Background: an optimization exercise with open tools, aiming at small area, a short achievable clock period and few clock cycles. Do not read the settings as production practice.
The RTL was checked by simulation tests, not by an equivalence proof against the original design.

### flow/design.v
package ssp_pkg;
	localparam int STEP_W  = 10;
	localparam int CAP_W   = 16;
	localparam int CNT16_W = 16;
	localparam int ACC_W   = 17;
	localparam int SLOT_W  = 32;
	localparam int PEND_W  = 5;
	localparam int X_W     = 13;    
	localparam int P_W     = 22;    
	localparam int DQ_W    = 21;    
	localparam int L_W     = 8;     
	localparam int DIVI_W  = 17;    
	localparam int SH_W    = 20;    
	localparam int IN_W    = 80;
	localparam int OUT_W   = 72;
	localparam int APB_AW  = 3;
	localparam logic [1:0] OP_TICK  = 2'd0;
	localparam logic [1:0] OP_RAISE = 2'd1;
	localparam logic [1:0] OP_SKIP  = 2'd2;
	localparam logic [1:0] OP_NOP   = 2'd3;
	localparam logic REG_STEP_MS  = 1'b0;
	localparam logic REG_DIFF_CAP = 1'b1;
	localparam logic [STEP_W-1:0] STEP_MS_RST  = 10'd120;
	localparam logic [CAP_W-1:0]  DIFF_CAP_RST = 16'd60000;
	function automatic logic [3:0] tier_m(input logic [CNT16_W-1:0] count);
		if (count <= 16'd1500)      tier_m = 4'd2;
		else if (count <= 16'd2500) tier_m = 4'd3;
		else if (count <= 16'd2750) tier_m = 4'd4;
		else if (count <= 16'd3000) tier_m = 4'd6;
		else if (count <= 16'd3250) tier_m = 4'd7;
		else                        tier_m = 4'd8;
	endfunction
	function automatic logic [3:0] bit_len10(input logic [9:0] v);
		bit_len10 = 4'd0;
		for (int i = 0; i < 10; i++) begin
			if (v[i]) bit_len10 = 4'(i + 1);
		end
	endfunction
	function automatic logic [3:0] bit_len13(input logic [12:0] v);
		bit_len13 = 4'd0;
		for (int i = 0; i < 13; i++) begin
			if (v[i]) bit_len13 = 4'(i + 1);
		end
	endfunction
	function automatic logic [4:0] bit_len22(input logic [21:0] v);
		bit_len22 = 5'd0;
		for (int i = 0; i < 22; i++) begin
			if (v[i]) bit_len22 = 5'(i + 1);
		end
	endfunction
	function automatic logic [3:0] div_steps(input logic [3:0] len_x, input logic [4:0] len_c);
		int e;
		e = int'(len_x) - int'(len_c) + 10;
		div_steps = 4'd0;
		for (int s = 1; s <= 7; s++) begin
			if (e > 3 * (s - 1)) div_steps = 4'(s);
		end
	endfunction
	function automatic logic [5:0] skip_bound(input logic [3:0] len_x, input logic [4:0] len_c,
		input logic big);
		int e;
		e = int'(len_x) - int'(len_c) + (big ? 8 : 7);
		if (e < 0)       skip_bound = 6'd0;
		else if (e > 17) skip_bound = {1'b1, 5'd17};
		else             skip_bound = {1'b1, 5'(e)};
	endfunction
endpackage
module ssp_div (
	input  logic [ssp_pkg::SH_W-1:0]        sh,
	input  logic [2:0]                      kmax,
	input  logic [ssp_pkg::DIVI_W-1:0]      divisor,
	input  logic [ssp_pkg::DIVI_W+1:0]      divisor3,
	input  logic [ssp_pkg::DIVI_W+2:0]      divisor5,
	input  logic [ssp_pkg::DIVI_W+2:0]      divisor7,
	output logic [2:0]                      digit,
	output logic [ssp_pkg::ACC_W-1:0]       rem_out,
	output logic [ssp_pkg::ACC_W-1:0]       rem_one     
);
	localparam int W = ssp_pkg::SH_W;
	logic [W:0]   d [8];
	logic [7:1]   fit;
	assign d[0] = {1'b0, sh};
	assign d[1] = {1'b0, sh} - (W + 1)'(divisor);
	assign d[2] = {1'b0, sh} - (W + 1)'({divisor, 1'b0});
	assign d[3] = {1'b0, sh} - (W + 1)'(divisor3);
	assign d[4] = {1'b0, sh} - (W + 1)'({divisor, 2'b00});
	assign d[5] = {1'b0, sh} - (W + 1)'(divisor5);
	assign d[6] = {1'b0, sh} - (W + 1)'({divisor3, 1'b0});
	assign d[7] = {1'b0, sh} - (W + 1)'(divisor7);
	assign rem_one = d[1][ssp_pkg::ACC_W-1:0];
	always_comb begin
		for (int k = 1; k < 8; k++) begin
			fit[k] = ~d[k][W] & (3'(k) <= kmax);
		end
		digit   = 3'd0;
		rem_out = sh[ssp_pkg::ACC_W-1:0];
		for (int k = 1; k < 8; k++) begin
			if (fit[k]) begin
				digit   = 3'(k);
				rem_out = d[k][ssp_pkg::ACC_W-1:0];
			end
		end
	end
endmodule
module ssp_queue #(
	parameter int DEPTH = 16
) (
	input  logic                          clk,
	input  logic                          arst_n,
	input  logic                          push,
	input  logic                          pop,
	input  logic                          clear,
	input  logic [ssp_pkg::SLOT_W-1:0]    push_data,
	output logic [ssp_pkg::SLOT_W-1:0]    head_data,
	output logic [$clog2(DEPTH+1)-1:0]    count,
	output logic                          empty,
	output logic                          full
);
	localparam int IDX_W = $clog2(DEPTH);
	localparam int CNT_W = $clog2(DEPTH + 1);
	logic [ssp_pkg::SLOT_W-1:0] mem_q [DEPTH];
	logic [IDX_W-1:0]           head_q;
	logic [CNT_W-1:0]           count_q;
	logic [IDX_W-1:0]           tail;
	assign tail = head_q + count_q[IDX_W-1:0];
	always_ff @(posedge clk or negedge arst_n) begin
		if (!arst_n) begin
			head_q  <= '0;
			count_q <= '0;
		end else if (clear) begin
			head_q  <= '0;
			count_q <= '0;
		end else if (push) begin
			count_q <= count_q + 1'b1;
		end else if (pop) begin
			head_q  <= head_q + 1'b1;
			count_q <= count_q - 1'b1;
		end
	end
	always_ff @(posedge clk) begin
		if (!count_q[CNT_W-1]) begin
			mem_q[tail] <= push_data;
		end
	end
	logic [ssp_pkg::SLOT_W-1:0] head_rd_q;
	logic [IDX_W-1:0]           head_nx;
	assign head_nx = head_q + 1'b1;
	always_ff @(posedge clk) begin
		if (push && (count_q == '0)) begin
			head_rd_q <= push_data;
		end else if (pop) begin
			head_rd_q <= mem_q[head_nx];
		end
	end
	assign head_data = head_rd_q;
	assign count     = count_q;
	assign empty     = (count_q == '0);
	assign full      = count_q[CNT_W-1];
endmodule
module save_slot_pacer_top #(
	parameter int SKIP_DEPTH = 16
) (
	input  logic                         clk,
	input  logic                         arst_n,
	input  logic                         psel,
	input  logic                         penable,
	input  logic                         pwrite,
	input  logic [ssp_pkg::APB_AW-1:0]   paddr,
	input  logic [31:0]                  pwdata,
	output logic [31:0]                  prdata,
	output logic                         pready,
	input  logic                         s_tvalid,
	output logic                         s_tready,
	input  logic [ssp_pkg::IN_W-1:0]     s_tdata,
	input  logic [1:0]                   s_tuser,
	output logic                         m_tvalid,
	input  logic                         m_tready,
	output logic [ssp_pkg::OUT_W-1:0]    m_tdata
);
	localparam int CNT_W  = $clog2(SKIP_DEPTH + 1);
	localparam int SLOT_W = ssp_pkg::SLOT_W;
	localparam int ACC_W  = ssp_pkg::ACC_W;
	localparam int CW     = ssp_pkg::CNT16_W;
	localparam int X_W    = ssp_pkg::X_W;
	localparam int P_W    = ssp_pkg::P_W;
	localparam int QW     = ssp_pkg::DQ_W;
	localparam int L_W    = ssp_pkg::L_W;
	localparam int DW     = ssp_pkg::DIVI_W;
	localparam int SH_W   = ssp_pkg::SH_W;
	localparam int S_IDLE  = 0;
	localparam int S_SETUP = 1;
	localparam int S_DIV   = 2;
	localparam int S_LOOP  = 3;
	localparam int S_CHECK = 4;
	localparam int S_FIN   = 5;
	localparam int S_N     = 6;
	logic [S_N-1:0]                st_q;
	logic [ssp_pkg::STEP_W-1:0]    step_ms_q;
	logic [ssp_pkg::CAP_W-1:0]     diff_cap_q;
	logic [SLOT_W-1:0]             ctr_q;      
	logic [2:0]                    adv_q;      
	logic [SLOT_W-1:0]             ctr;        
	logic [SLOT_W-1:0]             ceil_q;
	logic [ACC_W-1:0]              acc_q;
	logic                          mv_q;
	logic                          dropped_q;
	logic [DW-1:0]                 cl_q;       
	logic [DW+1:0]                 cl3_q;      
	logic [DW+2:0]                 cl5_q;      
	logic [DW+2:0]                 cl7_q;      
	logic [4:0]                    lenc_q;     
	logic [3:0]                    lenx_q;     
	logic [QW-1:0]                 dq_q;       
	logic [QW-1:0]                 qo_q;       
	logic [SH_W-1:0]               sh_q;       
	logic [3:0]                    k_q;        
	logic [L_W-1:0]                lc_q;       
	logic [L_W-1:0]                lh_q;       
	logic                          first_q;    
	logic cfg_wr;
	assign pready = 1'b1;
	assign cfg_wr = psel & penable & pwrite;
	always_comb begin
		case (paddr[2])
			ssp_pkg::REG_STEP_MS:  prdata = 32'(step_ms_q);
			ssp_pkg::REG_DIFF_CAP: prdata = 32'(diff_cap_q);
			default:               prdata = '0;
		endcase
	end
	always_ff @(posedge clk or negedge arst_n) begin
		if (!arst_n) begin
			step_ms_q  <= ssp_pkg::STEP_MS_RST;
			diff_cap_q <= ssp_pkg::DIFF_CAP_RST;
		end else if (cfg_wr) begin
			case (paddr[2])
				ssp_pkg::REG_STEP_MS:  step_ms_q  <= pwdata[ssp_pkg::STEP_W-1:0];
				ssp_pkg::REG_DIFF_CAP: diff_cap_q <= pwdata[ssp_pkg::CAP_W-1:0];
				default: ;
			endcase
		end
	end
	logic              q_push, q_pop, q_clear, q_empty, q_full;
	logic [SLOT_W-1:0] head;
	logic [CNT_W-1:0]  q_cnt;
	ssp_queue #(
		.DEPTH (SKIP_DEPTH)
	) u_queue (
		.clk       (clk),
		.arst_n    (arst_n),
		.push      (q_push),
		.pop       (q_pop),
		.clear     (q_clear),
		.push_data (s_tdata[79:48]),
		.head_data (head),
		.count     (q_cnt),
		.empty     (q_empty),
		.full      (q_full)
	);
	logic [1:0]        op;
	logic [15:0]       in_el, in_cl, in_amt;
	logic [SLOT_W+1:0] diff_w;       
	logic [SLOT_W-1:0] diff;         
	logic              gt, stop_c;
	logic [3:0]        ctr_lo;       
	logic              ctr_wrap;     
	logic              fire, fin_now, ge0, is_tick, t_clear, t_long;
	logic [ACC_W:0]    acc_sum;
	logic [X_W-1:0]    x_in;
	logic [X_W+1:0]    x3_in;
	logic [X_W-1:0]    step3, step7;
	logic [X_W+1:0]    step9, step21;
	assign op     = s_tuser;
	assign in_el  = s_tdata[15:0];
	assign in_cl  = s_tdata[31:16];
	assign in_amt = s_tdata[47:32];
	assign ctr      = ctr_q + SLOT_W'(adv_q);
	assign ctr_lo   = {1'b0, ctr_q[2:0]} + {1'b0, adv_q};
	assign ctr_wrap = (&ctr_q[SLOT_W-1:3]) & ctr_lo[3];
	logic [SLOT_W+1:0] cs_s, cs_c;
	logic [SLOT_W+1:0] cs_a, cs_b, cs_d;
	assign cs_a = {2'b00, ceil_q};
	assign cs_b = ~{2'b00, ctr_q};
	assign cs_d = ~{31'd0, adv_q};
	assign cs_s = cs_a ^ cs_b ^ cs_d;
	assign cs_c = (cs_a & cs_b) | (cs_a & cs_d) | (cs_b & cs_d);
	assign diff_w = cs_s + {cs_c[SLOT_W:0], 1'b1} + 34'd1;
	assign diff   = diff_w[SLOT_W-1:0];
	assign stop_c = ctr_wrap ? ((ceil_q[SLOT_W-1:3] == '0) && (ceil_q[2:0] < ctr_lo[2:0]))
	                         : diff_w[SLOT_W+1];
	assign gt     = ~stop_c & (|diff);        
	assign is_tick = (op == ssp_pkg::OP_TICK);
	assign t_clear = is_tick & gt & (in_cl == '0);
	assign t_long  = is_tick & gt & (in_cl != '0);
	assign s_tready = (st_q[S_IDLE] & (~mv_q | m_tready)) | (fin_now & m_tready);
	assign fire     = s_tvalid & s_tready;
	assign m_tvalid = mv_q | fin_now;
	assign q_push  = fire & (op == ssp_pkg::OP_SKIP) & ~q_full;
	assign q_clear = fire & t_clear;
	assign acc_sum = {1'b0, acc_q} + (ACC_W + 1)'(in_el);
	assign step3  = X_W'(step_ms_q) + X_W'({step_ms_q, 1'b0});
	assign step7  = X_W'({step_ms_q, 3'b000}) - X_W'(step_ms_q);
	assign step9  = (X_W + 2)'({step_ms_q, 3'b000}) + (X_W + 2)'(step_ms_q);
	assign step21 = (X_W + 2)'(step7) + (X_W + 2)'({step7, 1'b0});
	logic [3:0]                 len_s, len_s3, len_s7, lenx_in;
	logic [ssp_pkg::STEP_W-1:0] step_nx;
	logic [X_W-1:0]             step3_nx, step7_nx;
	assign step_nx  = (cfg_wr && paddr[2] == ssp_pkg::REG_STEP_MS) ? pwdata[ssp_pkg::STEP_W-1:0]
	                                                             : step_ms_q;
	assign step3_nx = X_W'(step_nx) + X_W'({step_nx, 1'b0});
	assign step7_nx = X_W'({step_nx, 3'b000}) - X_W'(step_nx);
	always_ff @(posedge clk or negedge arst_n) begin
		if (!arst_n) begin
			len_s  <= ssp_pkg::bit_len10(ssp_pkg::STEP_MS_RST);
			len_s3 <= ssp_pkg::bit_len13(13'(ssp_pkg::STEP_MS_RST) * 13'd3);
			len_s7 <= ssp_pkg::bit_len13(13'(ssp_pkg::STEP_MS_RST) * 13'd7);
		end else begin
			len_s  <= ssp_pkg::bit_len10(step_nx);
			len_s3 <= ssp_pkg::bit_len13(step3_nx);
			len_s7 <= ssp_pkg::bit_len13(step7_nx);
		end
	end
	always_comb begin
		case (ssp_pkg::tier_m(in_cl))
			4'd2:    lenx_in = (len_s == '0) ? 4'd0 : len_s + 4'd1;
			4'd3:    lenx_in = len_s3;
			4'd4:    lenx_in = (len_s == '0) ? 4'd0 : len_s + 4'd2;
			4'd6:    lenx_in = (len_s3 == '0) ? 4'd0 : len_s3 + 4'd1;
			4'd7:    lenx_in = len_s7;
			default: lenx_in = (len_s == '0) ? 4'd0 : len_s + 4'd3;
		endcase
	end
	always_comb begin
		case (ssp_pkg::tier_m(in_cl))
			4'd2: begin
				x_in  = X_W'({step_ms_q, 1'b0});
				x3_in = (X_W + 2)'({step3, 1'b0});
			end
			4'd3: begin
				x_in  = step3;
				x3_in = step9;
			end
			4'd4: begin
				x_in  = X_W'({step_ms_q, 2'b00});
				x3_in = (X_W + 2)'({step3, 2'b00});
			end
			4'd6: begin
				x_in  = X_W'({step3, 1'b0});
				x3_in = (X_W + 2)'({step9, 1'b0});
			end
			4'd7: begin
				x_in  = step7;
				x3_in = step21;
			end
			default: begin
				x_in  = X_W'({step_ms_q, 3'b000});
				x3_in = (X_W + 2)'({step3, 3'b000});
			end
		endcase
	end
	logic [CW:0]       allow;
	logic              clamp;
	logic [P_W-1:0]    prod;
	logic [4:0]        len_x;
	logic              skip_div;
	logic [3:0]        steps;
	logic [CW-1:0]     rem0;
	logic [QW-1:0]     dv0;
	logic [SLOT_W+1:0] head_gap;     
	logic              head_le;      
	logic [L_W-1:0]    lh_new, lc_chk, lc_setup;
	logic [SLOT_W-1:0] lc_src;
	assign allow = (CW + 1)'(cl_q[CW-1:0]) + (CW + 1)'(q_cnt);
	assign clamp = diff > SLOT_W'(allow);
	logic       big_x;
	assign prod  = P_W'({dq_q[X_W-1:0], 9'b0}) - P_W'({sh_q[X_W+1:0], 2'b00});
	assign len_x = 5'(lenx_q);
	always_comb begin
		big_x = 1'b0;
		for (int i = 0; i < X_W - 1; i++) begin
			if ((5'(i) + 5'd2 <= len_x) && (5'(i) + 5'd6 >= len_x) && dq_q[i]) begin
				big_x = 1'b1;
			end
		end
	end
	logic [5:0]  skip_b, skip_n;    
	logic [4:0]  skip_e;
	logic [16:0] a_hi;
	always_comb begin
		steps  = ssp_pkg::div_steps(lenx_q, lenc_q);
		skip_b = ssp_pkg::skip_bound(lenx_q, lenc_q, 1'b1);
		skip_n = ssp_pkg::skip_bound(lenx_q, lenc_q, 1'b0);
	end
	assign skip_e = big_x ? skip_b[4:0] : skip_n[4:0];
	always_comb begin
		for (int i = 0; i < ACC_W; i++) begin
			a_hi[i] = acc_q[i] & (5'(i) >= skip_e);
		end
	end
	assign skip_div = (len_x != '0) && (big_x ? skip_b[5] : skip_n[5]) && (a_hi == '0);
	always_comb begin
		rem0 = '0;
		dv0  = '0;
		for (int s = 0; s <= QW / 3; s++) begin
			if (steps == 4'(s)) begin
				rem0 = CW'(prod >> (3 * s));
				dv0  = QW'({prod, QW'(0)} >> (3 * s));
			end
		end
	end
	logic [SLOT_W+1:0] hs_s, hs_c;
	logic [SLOT_W+1:0] hs_a, hs_b, hs_d;
	assign hs_a = {2'b00, head};
	assign hs_b = ~{2'b00, ctr_q};
	assign hs_d = ~{31'd0, adv_q};
	assign hs_s = hs_a ^ hs_b ^ hs_d;
	assign hs_c = (hs_a & hs_b) | (hs_a & hs_d) | (hs_b & hs_d);
	assign head_gap = hs_s + {hs_c[SLOT_W:0], 1'b1};
	assign head_le  = ctr_wrap ? ((head[SLOT_W-1:3] == '0) && (head[2:0] <= ctr_lo[2:0]))
	                           : head_gap[SLOT_W+1];
	assign lh_new   = q_empty ? '1 :
	                  head_le ? '0 :
	                  (|head_gap[SLOT_W-1:L_W]) ? '1 : head_gap[L_W-1:0];
	assign lc_src   = clamp ? SLOT_W'(allow) : diff;
	assign lc_setup = (|lc_src[SLOT_W-1:L_W]) ? '1 : lc_src[L_W-1:0];
	assign lc_chk   = (|diff[SLOT_W-1:L_W]) ? '1 : diff[L_W-1:0];
	logic              in_loop;
	logic [2:0]        kmax, digit;
	logic [ACC_W-1:0]  rem_nx, rem_one;
	logic              i_big, lim1, single;
	logic [ACC_W-1:0]  one_acc;      
	logic [L_W-1:0]    lmin;
	assign in_loop = st_q[S_LOOP];
	assign i_big   = |qo_q[QW-1:ACC_W];
	assign lim1    = (lc_q != '0) & (lh_q != '0);
	assign single  = first_q | ~lim1;
	assign lmin    = (lc_q < lh_q) ? lc_q : lh_q;
	always_comb begin
		if (in_loop) begin
			kmax = single ? 3'd1 : (lmin >= L_W'(7)) ? 3'd7 : lmin[2:0];
		end else begin
			kmax = 3'd7;
		end
	end
	ssp_div u_div (
		.sh       (sh_q),
		.kmax     (kmax),
		.divisor  (cl_q),
		.divisor3 (cl3_q),
		.divisor5 (cl5_q),
		.divisor7 (cl7_q),
		.digit    (digit),
		.rem_out  (rem_nx),
		.rem_one  (rem_one)
	);
	logic [QW-1:0] qo_nx;
	always_comb begin
		qo_nx = qo_q;
		for (int s = 1; s <= QW / 3; s++) begin
			if (k_q == 4'(s)) begin
				qo_nx[3 * (s - 1) +: 3] = digit;
			end
		end
		if ((k_q == 4'd1) && (qo_q == '0) && (digit[2:1] == 2'b00)) begin
			qo_nx[0] = 1'b1;
		end
	end
	logic div_out;
	assign div_out = st_q[S_DIV] & (qo_q > QW'(acc_q));
	assign ge0 = in_loop & ~i_big & (acc_q >= cl_q);
	assign one_acc = (rem_one > ACC_W'(diff_cap_q)) ? ACC_W'(diff_cap_q) : rem_one;
	logic [2:0]        n_adv;
	logic [SLOT_W-1:0] ceil_clamp;
	assign n_adv      = in_loop ? digit : 3'd1;
	assign ceil_clamp = ctr + SLOT_W'(allow);
	logic pop_c;
	assign pop_c  = ~q_empty & head_le;
	assign q_pop  = st_q[S_CHECK] & pop_c;
	assign fin_now = (in_loop & ~ge0) | div_out | st_q[S_FIN];
	logic [DW+1:0] cl3_nx;
	logic [DW+2:0] cl5_nx, cl7_nx;
	assign cl3_nx = (DW + 2)'(cl_q) + (DW + 2)'({cl_q, 1'b0});
	assign cl5_nx = (DW + 3)'(cl_q) + (DW + 3)'({cl_q, 2'b00});
	assign cl7_nx = (DW + 3)'({cl_q, 3'b000}) - (DW + 3)'(cl_q);
	always_ff @(posedge clk or negedge arst_n) begin
		if (!arst_n) begin
			st_q   <= S_N'(1) << S_IDLE;
			ctr_q  <= '0;
			adv_q  <= '0;
			ceil_q <= '0;
			acc_q  <= '0;
			mv_q   <= 1'b0;
		end else begin
			ctr_q <= ctr;
			adv_q <= '0;
			mv_q <= fire ? ~t_long : (mv_q & ~m_tready);
			if (fire) begin
				st_q <= t_long ? (S_N'(1) << S_SETUP) : (S_N'(1) << S_IDLE);
				if (op == ssp_pkg::OP_RAISE) begin
					ceil_q <= ceil_q + SLOT_W'(in_amt);
				end
				if (t_clear) begin
					ctr_q  <= '0;
					adv_q  <= '0;
					ceil_q <= '0;
					acc_q  <= '0;
				end
				if (t_long) begin
					acc_q <= acc_sum[ACC_W] ? '1 : acc_sum[ACC_W-1:0];
				end
			end else if (fin_now) begin
				if (m_tready) begin
					st_q <= S_N'(1) << S_IDLE;
				end
			end else begin
				if (st_q[S_SETUP]) begin
					if (clamp) begin
						ceil_q <= ceil_clamp;
					end
					st_q <= skip_div ? (S_N'(1) << S_FIN) :
					        (steps == 4'd0) ? (S_N'(1) << S_LOOP) : (S_N'(1) << S_DIV);
				end
				if (st_q[S_DIV]) begin
					if (k_q == 4'd1) begin
						st_q <= S_N'(1) << S_LOOP;
					end
				end
				if (st_q[S_LOOP]) begin
					adv_q <= n_adv;
					acc_q <= first_q ? one_acc : rem_nx;
					if (!lim1) begin
						st_q <= S_N'(1) << S_CHECK;
					end
				end
				if (st_q[S_CHECK]) begin
					if (pop_c) begin
						adv_q <= n_adv;
					end else if (stop_c) begin
						acc_q <= '0;
						st_q  <= S_N'(1) << S_FIN;
					end else begin
						st_q <= S_N'(1) << S_LOOP;
					end
				end
			end
		end
	end
	always_ff @(posedge clk) begin
		if (fire) begin
			dropped_q <= (op == ssp_pkg::OP_SKIP) & q_full;
			cl_q      <= DW'(in_cl);
			lenc_q    <= ssp_pkg::bit_len22(22'(in_cl));
			lenx_q    <= lenx_in;
			dq_q      <= QW'(x_in);
			sh_q      <= SH_W'(x3_in);
		end else if (!fin_now) begin
			if (st_q[S_SETUP]) begin
				cl3_q   <= cl3_nx;
				cl5_q   <= cl5_nx;
				cl7_q   <= cl7_nx;
				if (steps == 4'd0) begin
					cl_q <= DW'(1);
				end
				if (steps == 4'd0) begin
					sh_q <= SH_W'(acc_q);
				end else begin
					sh_q <= {1'b0, rem0, dv0[QW-1:QW-3]};
				end
				dq_q    <= {dv0[QW-4:0], 3'b000};
				qo_q    <= (steps == 4'd0) ? QW'(1) : '0;
				k_q     <= steps;
				first_q <= 1'b1;
				lc_q    <= lc_setup;
				lh_q    <= lh_new;
			end
			if (st_q[S_DIV]) begin
				if (k_q == 4'd1) begin
					sh_q <= SH_W'(acc_q);
				end else begin
					sh_q <= {1'b0, rem_nx[CW-1:0], dq_q[QW-1:QW-3]};
				end
				dq_q  <= {dq_q[QW-4:0], 3'b000};
				qo_q  <= qo_nx;
				k_q   <= k_q - 1'b1;
				if (k_q == 4'd1) begin
					cl_q <= qo_nx[DW-1:0];
				end
			end
			if (st_q[S_LOOP]) begin
				first_q <= 1'b0;
				sh_q    <= SH_W'(first_q ? one_acc : rem_nx);
				if (first_q) begin
					cl3_q <= cl3_nx;
					cl5_q <= cl5_nx;
					cl7_q <= cl7_nx;
				end
				lc_q    <= lc_q - L_W'(n_adv);
				lh_q    <= lh_q - L_W'(n_adv);
			end
			if (st_q[S_CHECK]) begin
				lc_q <= lc_chk;
				lh_q <= lh_new;
			end
		end
	end
	assign m_tdata = {2'b00, dropped_q, ssp_pkg::PEND_W'(q_cnt), ceil_q, ctr};
endmodule
### flow/run.sh
#!/bin/bash
# synth_recipe.tcl (not shown) runs the flow's synth.tcl, then flattens the netlist and writes it again
# the make line also repeats each setting of config.mk as NAME=value (left out here)
make -C /OpenROAD-flow-scripts/flow DESIGN_CONFIG=/design/flow/config.mk WORK_HOME=/design/flow/orfs CLKGATE_MAP_FILE= SYNTH_SCRIPT=/design/flow/synth_recipe.tcl finish
### flow/config.mk
export PLATFORM = sky130hd
export DESIGN_NAME = save_slot_pacer_top
export DESIGN_NICKNAME = save_slot_pacer_top
export VERILOG_FILES = /design/flow/design.v
export SDC_FILE = /design/flow/constraint.sdc
export NUM_CORES = 4
export LEC_CHECK = 0
export ABC_AREA = 1
export CAP_MARGIN = 20
export CORE_MARGIN = 2
export CORE_UTILIZATION = 40
export SETUP_SLACK_MARGIN = 2.6
export SLEW_MARGIN = 20
export TNS_END_PERCENT = 5
### flow/constraint.sdc
create_clock -name core_clock -period 8.0 [get_ports {clk}]
set_input_delay 1.6000 -clock core_clock [delete_from_list [all_inputs] [get_ports {clk}]]
set_output_delay 1.6000 -clock core_clock [all_outputs]
set_load 0.01 [all_outputs]
==> flow_summary.ini, run 1 <==
[cells_and_area]
drive_gt1_share_pct = 7.10
finalNetCount = 8441
area_growth_pct = 14.5

[floorplanning]
die-area_um2 = 158000
io_pins = 231
die_h_um = 398
initial_core_util_pct = 40.3
dieWidth_um = 398
core-area_um2 = 154000
rows = 144

[timing]
tns_ns = 0
setup_viol = 0
rsz0062_at_grt = true
fin_ws_ns = 2.48
fmax_ghz = 0.181
maxSlewViolCount = 0
clock_skew_ns = 0.0622
slew_headroom_pct = 25.3
worst_pin_slew_ns = 1.11
min_period_ns = 5.52
hold_viol = 0
period_share_pct = 69.0

[clock_network]
cts-root-buf = clkbuf_16
cts_max_level = 3
clk_pin_slew_ns = 0.07
hold_buffers = 0
cts_buffers = 98
cts_tree = done
worstSkewPairLatency_ns = 0.75
clockBufferDepth = 3
clock_sinks = 850

[place]
portBuffers = 193
place_congestion = 0.947
dp_slack_ns = 1.77
hpwl_mm = 154

[routing]
drt-total-wl_mm = 216
drc = 0
wl_per_cell_um = 21.9
routed_via_density = 5.58
first_iter_violations = 5490
vias = 55000
dr.pass1.iters = 5
antenna_left = 0

[global_route]
grt_pass1_vias = 51200
grt_pass1_wl_mm = 319
antenna_found_initial = 13
overflow = 0
grt_start_max_net_pins = 167
grt_usage_pct = 26.4

[logic_synthesis]
synthCells = 7457
synth_ff_type = edfxtp_1
netlist_area_um2 = 62100
ys_async_sr_fraction_pct = 16.2
yosysUniqueCellTypes = 79
yosysSeqAreaShare_pct = 39.8
synth_largest_area_cell = edfxtp_1
yosys_warnings = 4
synth_edf_count = 699
yosys.area.top_type_share_pct = 33.8
syn_area_per_cell_um2 = 8.33
yosys-top-cells-area = edfxtp_1 (34%), ha_1 (11%), nand2_1 (7.4%), inv_1 (5.9%), o21ai_0 (5.0%)
synth-seq-cells = 850

[worst_setup_path]
crit_family = buffers and inverters
crit_path_frequent_cell = nand3_1
cpMaxStageDelayCell = dfrtp_1
worstPathBufferInverterCount = 5
startpoint_type = register
path_cells = inv_1 -> ha_1 -> inv_1 -> nor4_1 -> o2111ai_1 -> nand3_1 -> nand3_1 -> nand3_1 -> buf_4 -> inv_2 -> o21ai_4 -> clkdlybuf4s50_1
crit_required_ns = 6.40
slowest_delay_ns = 0.59
worstSetupPathType = reg -> out
endpoint_kind = output pin
cp_max_fo = 6
cp.arrival_ns = 3.92

[job]
maxCapViolations = 0

[hold_path]
hp-class = reg -> reg

[run_status]
status = no timing/DRC/antenna violations
[cell families (layout without fill, tap and decap cells)]
logic type	after synthesis	after routing	synth area share, %
simple gates	2576	2579	17.2
compound gates	1756	1756	16.5
buf+inv	1240	1569	7.71
flops	850	850	39.8
fa+ha+maj	595	595	12.4
xor+xnor	341	341	4.82
mux	97	97	1.57
other cells	2	22	0.0121
[stage by stage]
stage          hold slack, ns  cells  util (%)  area [um2]
4_1_cts                 0.452   9795      45.7       70300
5_1_grt                 0.470   9850      46.1       71100
2_1_floorplan           0.421   7474         -       62200
3_3_place_gp            0.434   9563      43.2       66500
3_5_place_dp            0.437   9563      43.2       66500
6_report                0.449   9853      46.1       71100
[registers in the layout, summed over array words and instances (netlist names), 6 cells and up]
| name | count |
|---|---|
| dq_q | 21 |
| lh_q | 8 |
| qo_q | 21 |
| acc_q | 17 |
| ctr_q | 32 |
| cl5_q | 20 |
| lc_q | 8 |
| sh_q | 19 |
| u_queue.head_rd_q | 32 |
| ceil_q | 32 |
| cl3_q | 19 |
| diff_cap_q | 16 |
| st_q | 6 |
| cl_q | 17 |
| cl7_q | 20 |
| u_queue.mem_q | 512 |
| step_ms_q | 10 |
[tightest hold or removal path: stages, from the launching register on]
cell and delay (ns):
dfxtp_1 0.30, nand2_1 0.06, nand2_1 0.05
[cells in the mapped netlist (all sizes together) (4+ instances only)]
library cell and count:
nor4 46, ha 564, a221oi 15, clkbuf 175
a21o 21, dfrtp 119, nand2 1231, a211oi 14
xnor2 98, fa 31, a21boi 14, a2111oi 7
or2 20, o31ai 21, clkinv 5, a31oi 58
nand3 268, and3 4, o21ai 653, a21oi 578
mux2i 96, o22ai 72, dfxtp 13, and2 11
o32ai 34, o21bai 45, nor3 68, nor3b 6
o2111ai 11, a22oi 8, a2bb2oi 6, buf 67
o211ai 36, edfxtp 699, inv 993, xor2 243
nor2 837, dfstp 19, nand3b 15, nand4 67
o221ai 124, o21a 20
[what timing repair did]
item | in CTS | in global routing
gates cloned | 2 | 5
resized for setup | 42 | 92
pin swaps | 4 | 22
buffers inserted | 46 | 50
setup endpoints to repair | 171 | 152
[layout make-up]
cell class	count	area, um2
tap	2044	2560
timing repair buffer	385	3420
inverter	998	3840
sequential	850	24700
clock inverter	69	759
fill	15000	83000
antenna	3	7.51
clock buffer	115	2540
timing repair inverter	2	16.3
multi-input combinational	5387	33200
[routing by layer]
layer	global-route usage, %	routed length [um]	up-vias
met5	0	115	-
met4	7.33	5770	18
met3	4.23	16700	283
met2	40.5	94500	1963
met1	38.3	99000	26500
li1	-	-	26300
[path summary, 6_finish.rpt]
check / startpoint / end / slack (ns) / cells after the start
setup / recovery: acc_q[14]$_DFFE_PN0P_ / s_tready / 2.48 / 12
hold / removal: dq_q[16]$_SDFFE_PP0P_ / dq_q[16]$_SDFFE_PP0P_ / 0.45 / 2
setup reg to reg: sh_q[0]$_DFFE_PP_ / lc_q[6]$_DFFE_PP_ / 2.63 / 30
hold reg to reg: dq_q[16]$_SDFFE_PP0P_ / dq_q[16]$_SDFFE_PP0P_ / 0.45 / 2
max in group asynchronous: arst_n / len_s3[2]$_DFF_PN0_ / 5.54 / 2
min in group asynchronous: arst_n / ctr_q[29]$_DFF_PN0_ / 0.94 / 1
[cells in the final DEF (no fill, tap or decap), types with 26 or more instances in the layout]
cell	count
fa_1	30
nor4_1	41
nor3_1	62
nor2_1	799
a31oi_1	57
o221ai_1	124
mux2i_1	96
nand4_1	65
ha_1	558
clkinv_2	26
a21oi_1	573
o21bai_1	45
nand3_1	257
nand2_1	1210
o22ai_1	72
buf_4	185
inv_1	956
o32ai_1	34
o21ai_1	35
o21ai_0	614
xor2_1	235
edfxtp_1	699
xnor2_1	97
clkdlybuf4s50_1	189
clkbuf_16	98
dfrtp_1	117
o211ai_1	36
Testbench counts, summed over its fixed seeds: cycles 19,164.
==> run 2, diff against run 1 <==
--- a/flow/config.mk
+++ b/flow/config.mk
@@ -9,6 +9,6 @@
 export CAP_MARGIN = 20
 export CORE_MARGIN = 2
 export CORE_UTILIZATION = 40
-export SETUP_SLACK_MARGIN = 2.6
+export SETUP_SLACK_MARGIN = 4.2
 export SLEW_MARGIN = 20
-export TNS_END_PERCENT = 5
+export TNS_END_PERCENT = 10
==> run 2 against run 1 <==
Compared with the run above: routed wire length is 6.5% higher; critical endpoint is now m_tdata[9]; critical path type unchanged; register-to-register slack better by 0.48 ns; critical path depth is 1 lower; clock skew is 0.019 ns higher; highest routed layer unchanged.
==> flow_summary.ini, run 2 <==
[cells_and_area]
drive_gt1_share_pct = 15.8
finalNetCount = 8705
layout_commonest_cell = nand2_1
fin_cells = 10100
area_growth_pct = 23.1
mostFrequentLayoutCells = nand2_1 (1121), inv_1 (905), nor2_1 (765)
fillers = 14500
regMostFlops = u_queue.mem_q
largest_reg_flops = 512

[clock_network]
worstSkewPairLatency_ns = 0.77
cts-root-buf = clkbuf_16
clock_sinks = 850
hold_buffers = 0
cts_buffers = 97
cts_tree = done
cts_max_level = 3
clockBufferDepth = 3
clk_pin_slew_ns = 0.06

[logic_synthesis]
synth-seq-cells = 850
netlist_area_um2 = 62100
yosysUniqueCellTypes = 79
yosys_warnings = 4
synth-xor-area-share_pct = 4.82
synth_most_common_cell = nand2_1
yosys.area.top_type_share_pct = 33.8
synth_mux_area_share_pct = 1.57
yosysSeqAreaShare_pct = 39.8
synth_simple_gate_area_share_pct = 17.2
synthCells = 7457
synthAdderAreaFrac_pct = 12.4
synth_ff_type = edfxtp_1
synth_top_family_by_area = simple AND/OR/NAND/NOR gates
syn_area_per_cell_um2 = 8.33
ys_async_sr_fraction_pct = 16.2
yosys-top-cells-area = edfxtp_1 (34%), ha_1 (11%), nand2_1 (7.4%), inv_1 (5.9%), o21ai_0 (5.0%)
synth_compound_area_share_pct = 16.5
synth_largest_area_cell = edfxtp_1
synthTopCellsByCount = nand2_1 (1224), inv_1 (982), nor2_1 (829)
synth_edf_count = 699

[place]
dp_slack_ns = 1.74
dp.cells = 9558
portBuffers = 193
hpwl_mm = 159
place_congestion = 0.996

[floorplanning]
rows = 144
dieWidth_um = 398
io_pins = 231
die-area_um2 = 158000
initial_core_util_pct = 40.3
die_h_um = 398
core-area_um2 = 154000

[routing]
first_iter_violations = 6169
drt-total-wl_mm = 230
routed_via_density = 5.68
dr.pass1.iters = 8
wl_per_cell_um = 22.7
drc = 0
vias = 57500
antenna_left = 0

[timing]
period_share_pct = 62.2
clock_skew_ns = 0.0807
worst_pin_slew_ns = 1.25
tns_ns = 0
fin_ws_ns = 3.02
min_period_ns = 4.98
setup_viol = 0
rsz0062_at_grt = true
fmax_ghz = 0.201
hold_viol = 0
maxSlewViolCount = 0
slew_headroom_pct = 16.1

[global_route]
grt_pass1_wl_mm = 335
overflow = 0
grt_pass1_vias = 53300
antenna_found_initial = 13
grt_start_max_net_pins = 182
grt_usage_pct = 27.9

[worst_setup_path]
endpoint_kind = output pin
worstSetupPathType = reg -> out
crit_required_ns = 6.40
cp.arrival_ns = 3.38
cp_max_fo = 4
startpoint_type = register

[job]
maxCapViolations = 0

[run_status]
status = no timing/DRC/antenna violations

[hold_path]
hp-class = reg -> reg
==> run 2: cell counts after synthesis <==
Identical to the previous run, type by type.
==> run 2: path summary, 6_finish.rpt <==
| kind | startpoint | endpoint | depth (start not counted) | slack, ns |
|---|---|---|---|---|
| worst max-delay path | adv_q[2]$_DFF_PN0_ | m_tdata[9] | 11 | 3.02 |
| worst min-delay path | dq_q[16]$_SDFFE_PP0P_ | dq_q[16]$_SDFFE_PP0P_ | 2 | 0.45 |
| worst max register to register | lenx_q[0]$_DFFE_PP_ | sh_q[14]$_DFFE_PP_ | 29 | 3.11 |
| worst min register to register | dq_q[16]$_SDFFE_PP0P_ | dq_q[16]$_SDFFE_PP0P_ | 2 | 0.45 |
| max in group asynchronous | arst_n | ceil_q[5]$_DFFE_PN0P_ | 2 | 5.68 |
| min in group asynchronous | arst_n | ctr_q[25]$_DFF_PN0_ | 1 | 0.83 |
==> run 2: cell type report <==
cell class	instances	area, um2	area share, %
multi-input cells	5395	36000	47.1
flip-flops and latches	850	24800	32.4
repair buffers	638	5920	7.74
inverters	998	3950	5.16
clock buffers	120	2570	3.37
well taps	2044	2560	3.35
clock inverters	57	562	0.735
repair inverters	6	96.3	0.126
diodes	5	12.5	0.0164
==> run 2: kinds of logic after synthesis <==
logic type | after synthesis
AND/OR/NAND/NOR | 2576
AO/OA/AOI/OAI | 1756
buffers and inverters | 1240
flip-flops | 850
adder cells (fa/ha/maj) | 595
XOR/XNOR | 341
multiplexers | 97
other | 2
==> run 2: timing repair <==
item,4_1_cts,5_1_grt
endpoints found under the setup margin,532,570
gates resized for setup,459,476
pin swaps,138,155
setup buffers,243,107
gates cloned,16,7
==> run 2: stage by stage <==
step	util (%)	area [um2]	hold WS, ns
floorplan	-	62500	0.421
global placement	43.3	66700	0.434
detailed placement	43.3	66700	0.436
CTS	47.9	73800	0.450
global route	49.6	76400	0.472
finish	49.6	76400	0.454
==> run 2: layer usage <==
layer / up-vias / global-route usage, % / share of wire [%]
met5: - / 0 / 0.057
met3: 444 / 6.08 / 9.8
met4: 20 / 8.77 / 3.3
met1: 27700 / 39.2 / 43
li1: 26800 / - / -
met2: 2488 / 42.5 / 44
==> run 2: critical path, stage by stage (launching register included) <==
cell and delay (ns):
dfrtp_1 0.37, inv_2 0.07, ha_4 0.33, nand2_4 0.07, nand2_4 0.06, a31oi_4 0.04, inv_1 0.07, nand2_2 0.07
nor3_4 0.19, buf_4 0.15, xor2_1 0.54, clkdlybuf4s50_1 0.67
==> run 3, diff against run 2 <==
--- a/flow/config.mk
+++ b/flow/config.mk
@@ -9,6 +9,6 @@
 export CAP_MARGIN = 20
 export CORE_MARGIN = 2
 export CORE_UTILIZATION = 40
-export SETUP_SLACK_MARGIN = 4.2
+export SETUP_SLACK_MARGIN = 3.5
 export SLEW_MARGIN = 20
 export TNS_END_PERCENT = 10
==> run 3 against run 2 <==
Compared with the run above: non-clock buffer count shrank 95; cell count shrank 0.91%; flip-flop and latch count is the same; still clean on timing, DRC and antenna; critical path depth grew 2; critical endpoint is now m_tdata[30]; global-route usage shrank 0.80 points.
==> flow_summary.ini, run 3 <==
[place]
dpl_cell_area_um2 = 66500
hpwl_mm = 155
place_congestion = 0.944
portBuffers = 193

[worst_setup_path]
r2r_cells = 28
cp_max_fo = 5
crit_required_ns = 6.40
startpoint_type = register
rr_startpoint = ceil_q[1]$_DFFE_PN0P_
cp.arrival_ns = 3.40
worstSetupPathType = reg -> out
ff2ff_setup_slack_ns = 3.10
crit_end = m_tdata[30]
cpMaxStageDelayCell = dfrtp_1
slowest_delay_ns = 0.57
worstPathBufferInverterCount = 4
critical_path_cell_count = 13
cp-startpoint = ctr_q[7]$_DFF_PN0_
r2r_end = ceil_q[22]$_DFFE_PN0P_
crit_family = simple AND/OR/NAND/NOR gates
endpoint_kind = output pin
path_cells = nand2_1 -> nor2_1 -> nand3_4 -> nor2_4 -> nand2_2 -> inv_4 -> nand2_4 -> nor2_4 -> inv_1 -> nor3_1 -> xor2_1 -> inv_1 -> dlygate4sd2_1

[routing]
first_iter_violations = 5999
antenna_left = 0
routed_via_density = 5.62
dr.pass1.iters = 6
vias = 56300
drt-total-wl_mm = 221
drc = 0
wl_per_cell_um = 22.0

[clock_network]
clk_pin_slew_ns = 0.07
hold_buffers = 0
clock_sinks = 850
cts-root-buf = clkbuf_16
cts_max_level = 3
cts_buffers = 98
worstSkewPairLatency_ns = 0.76
cts_tree = done
clockBufferDepth = 3

[logic_synthesis]
yosys-top-cells-area = edfxtp_1 (34%), ha_1 (11%), nand2_1 (7.4%), inv_1 (5.9%), o21ai_0 (5.0%)
synth_edf_count = 699
ys_async_sr_fraction_pct = 16.2
yosys.area.top_type_share_pct = 33.8
synthTopCellsByCount = nand2_1 (1224), inv_1 (982), nor2_1 (829)
yosysSeqAreaShare_pct = 39.8
synth_ff_type = edfxtp_1
synth-seq-cells = 850
yosysUniqueCellTypes = 79
yosys_warnings = 4
synth_most_common_cell = nand2_1
synth_largest_area_cell = edfxtp_1
netlist_area_um2 = 62100
syn_area_per_cell_um2 = 8.33
synthCells = 7457

[floorplanning]
dieWidth_um = 398
rows = 144
die_h_um = 398
initial_core_util_pct = 40.3
io_pins = 231
core-area_um2 = 154000
die-area_um2 = 158000

[cells_and_area]
fillers = 14600
regMostFlops = u_queue.mem_q
largest_reg_flops = 512
drive_gt1_share_pct = 13.1
multi_input_area_um2 = 34900
area_growth_pct = 20.0
layout_commonest_cell = nand2_1
regArea_um2 = 24700
finalNetCount = 8610
mostFrequentLayoutCells = nand2_1 (1118), inv_1 (927), nor2_1 (777)
fin_area_um2 = 74500

[timing]
fmax_ghz = 0.200
worst_pin_slew_ns = 1.06
hold_viol = 0
min_period_ns = 5.00
slew_headroom_pct = 29.4
rsz0062_at_grt = true
clock_skew_ns = 0.0746
tns_ns = 0
period_share_pct = 62.5
setup_viol = 0
maxSlewViolCount = 0

[global_route]
grt_start_max_net_pins = 176
grt_usage_pct = 27.1
grt_pass1_wl_mm = 329
grt_pass1_vias = 53700
antenna_found_initial = 20
overflow = 0

[hold_path]
hp-class = reg -> reg

[job]
maxCapViolations = 0

[run_status]
status = no timing/DRC/antenna violations
[run 3: cell count changes in the layout (fill, tap and decap cells not counted), moves of 16 or more]
| cell | before | now |
|---|---|---|
| inv_1 | 905 | 927 |
| buf_4 | 362 | 304 |
| ha_1 | 514 | 537 |
| buf_6 | 58 | 32 |
| inv_2 | 43 | 27 |
| a21oi_2 | 48 | 24 |
| ha_4 | 44 | 16 |
| o21ai_0 | 544 | 561 |
| a21oi_1 | 525 | 550 |
[run 3: cells by family after synthesis]
| family | after synthesis | share of synthesized area (%) |
|---|---|---|
| AND/OR/NAND/NOR | 2576 | 17.2 |
| AO/OA/AOI/OAI | 1756 | 16.5 |
| buffers and inverters | 1240 | 7.71 |
| flip-flops | 850 | 39.8 |
| adder cells (fa/ha/maj) | 595 | 12.4 |
| XOR/XNOR | 341 | 4.82 |
| multiplexers | 97 | 1.57 |
| other | 2 | 0.0121 |
[run 3: stage by stage]
| step | hold WS, ns | utilization, % | instances | setup slack (ns) |
|---|---|---|---|---|
| after floorplan | 0.421 | - | 7474 | 3.46 |
| after global placement | 0.434 | 43.2 | 9564 | 1.49 |
| after detailed placement | 0.434 | 43.2 | 9564 | 1.47 |
| after CTS | 0.449 | 47.5 | 9960 | 3.04 |
| after global routing | 0.470 | 48.3 | 10000 | 2.89 |
| final | 0.449 | 48.3 | 10000 | 3.00 |
[run 3: metal layers]
layer / wire length (um) / track usage (%) / share of wire, %
met2: 97900 / 42.2 / 44
met3: 18300 / 4.60 / 8.3
met1: 97300 / 38.2 / 44
met5: 137 / 0 / 0.062
met4: 7010 / 8.37 / 3.2
[run 3: area by class of cell]
class	instances	area share, %
flip-flops and latches	850	33.2
clock inverters	60	0.904
repair buffers	543	6.58
diodes	7	0.0235
inverters	998	5.26
multi-input cells	5391	46.9
well taps	2044	3.43
repair inverters	9	0.168
clock buffers	119	3.48
[run 3: repair_timing]
action	CTS	global route
gates resized for setup	463	251
gates cloned	15	3
setup buffers	202	51
setup endpoints to repair	472	393
pin swaps	117	94
[run 3: worst min path at each step]
stage | startpoint | endpoint | slack, ns | cells after the start
final | dq_q[16]$_SDFFE_PP0P_ | dq_q[16]$_SDFFE_PP0P_ | 0.45 | 2
after global routing | dq_q[16]$_SDFFE_PP0P_ | dq_q[16]$_SDFFE_PP0P_ | 0.47 | 2
after CTS | dq_q[16]$_SDFFE_PP0P_ | dq_q[16]$_SDFFE_PP0P_ | 0.45 | 2
after detailed placement | dq_q[16]$_SDFFE_PP0P_ | dq_q[16]$_SDFFE_PP0P_ | 0.43 | 2
after global placement | dq_q[16]$_SDFFE_PP0P_ | dq_q[16]$_SDFFE_PP0P_ | 0.43 | 2
after floorplan | dq_q[16]$_SDFFE_PP0P_ | dq_q[16]$_SDFFE_PP0P_ | 0.42 | 2
[run 3: worst register-to-register path, delay by kind of cell, from the launching register on]
family | cells | cell delay, ns
buffers and inverters | 6 | 0.86
DFF | 1 | 0.37
adders and majority gates | 4 | 1.29
and+or+nand+nor | 8 | 0.96
xor gates and xnor gates | 1 | 0.26
AOI/OAI and AO/OA | 9 | 1.06

afterwards: timing with drivers on the ports:
The flow's constraints put no driver on any port. The routed layouts listed below were extracted and timed again, unchanged, in two steps. Step 1: set_driving_cell puts a clkbuf_16 on clk and a buf_2 on each other input, an assumption about the parent block. Step 2 moves the port delays by t, midway between the first and last clock arrival at a register: inputs arrive t later, outputs are due t later. That takes back most of the time a late clock gives input paths. Slacks: ideal / step 1 / step 2; pairs: ideal / step 1.
run | t (ns) | setup slack, ns | clock arrival spread, ns | worst register clock-pin slew, ns | cell pins on the clock port's net
run 1 | 0.789 | 2.477 / 2.398 / 1.850 | 0.081 / 0.081 | 0.07 / 0.07 | 1
run 2 | 0.818 | 3.024 / 2.937 / 2.530 | 0.082 / 0.082 | 0.08 / 0.08 | 1
run 3 | 0.805 | 3.001 / 2.920 / 2.429 | 0.076 / 0.076 | 0.07 / 0.07 | 1
After both steps every run listed still meets setup and hold. The setup slack of run 1, which loses most, moves by -0.079 ns with the drivers and by -0.627 ns with both steps.
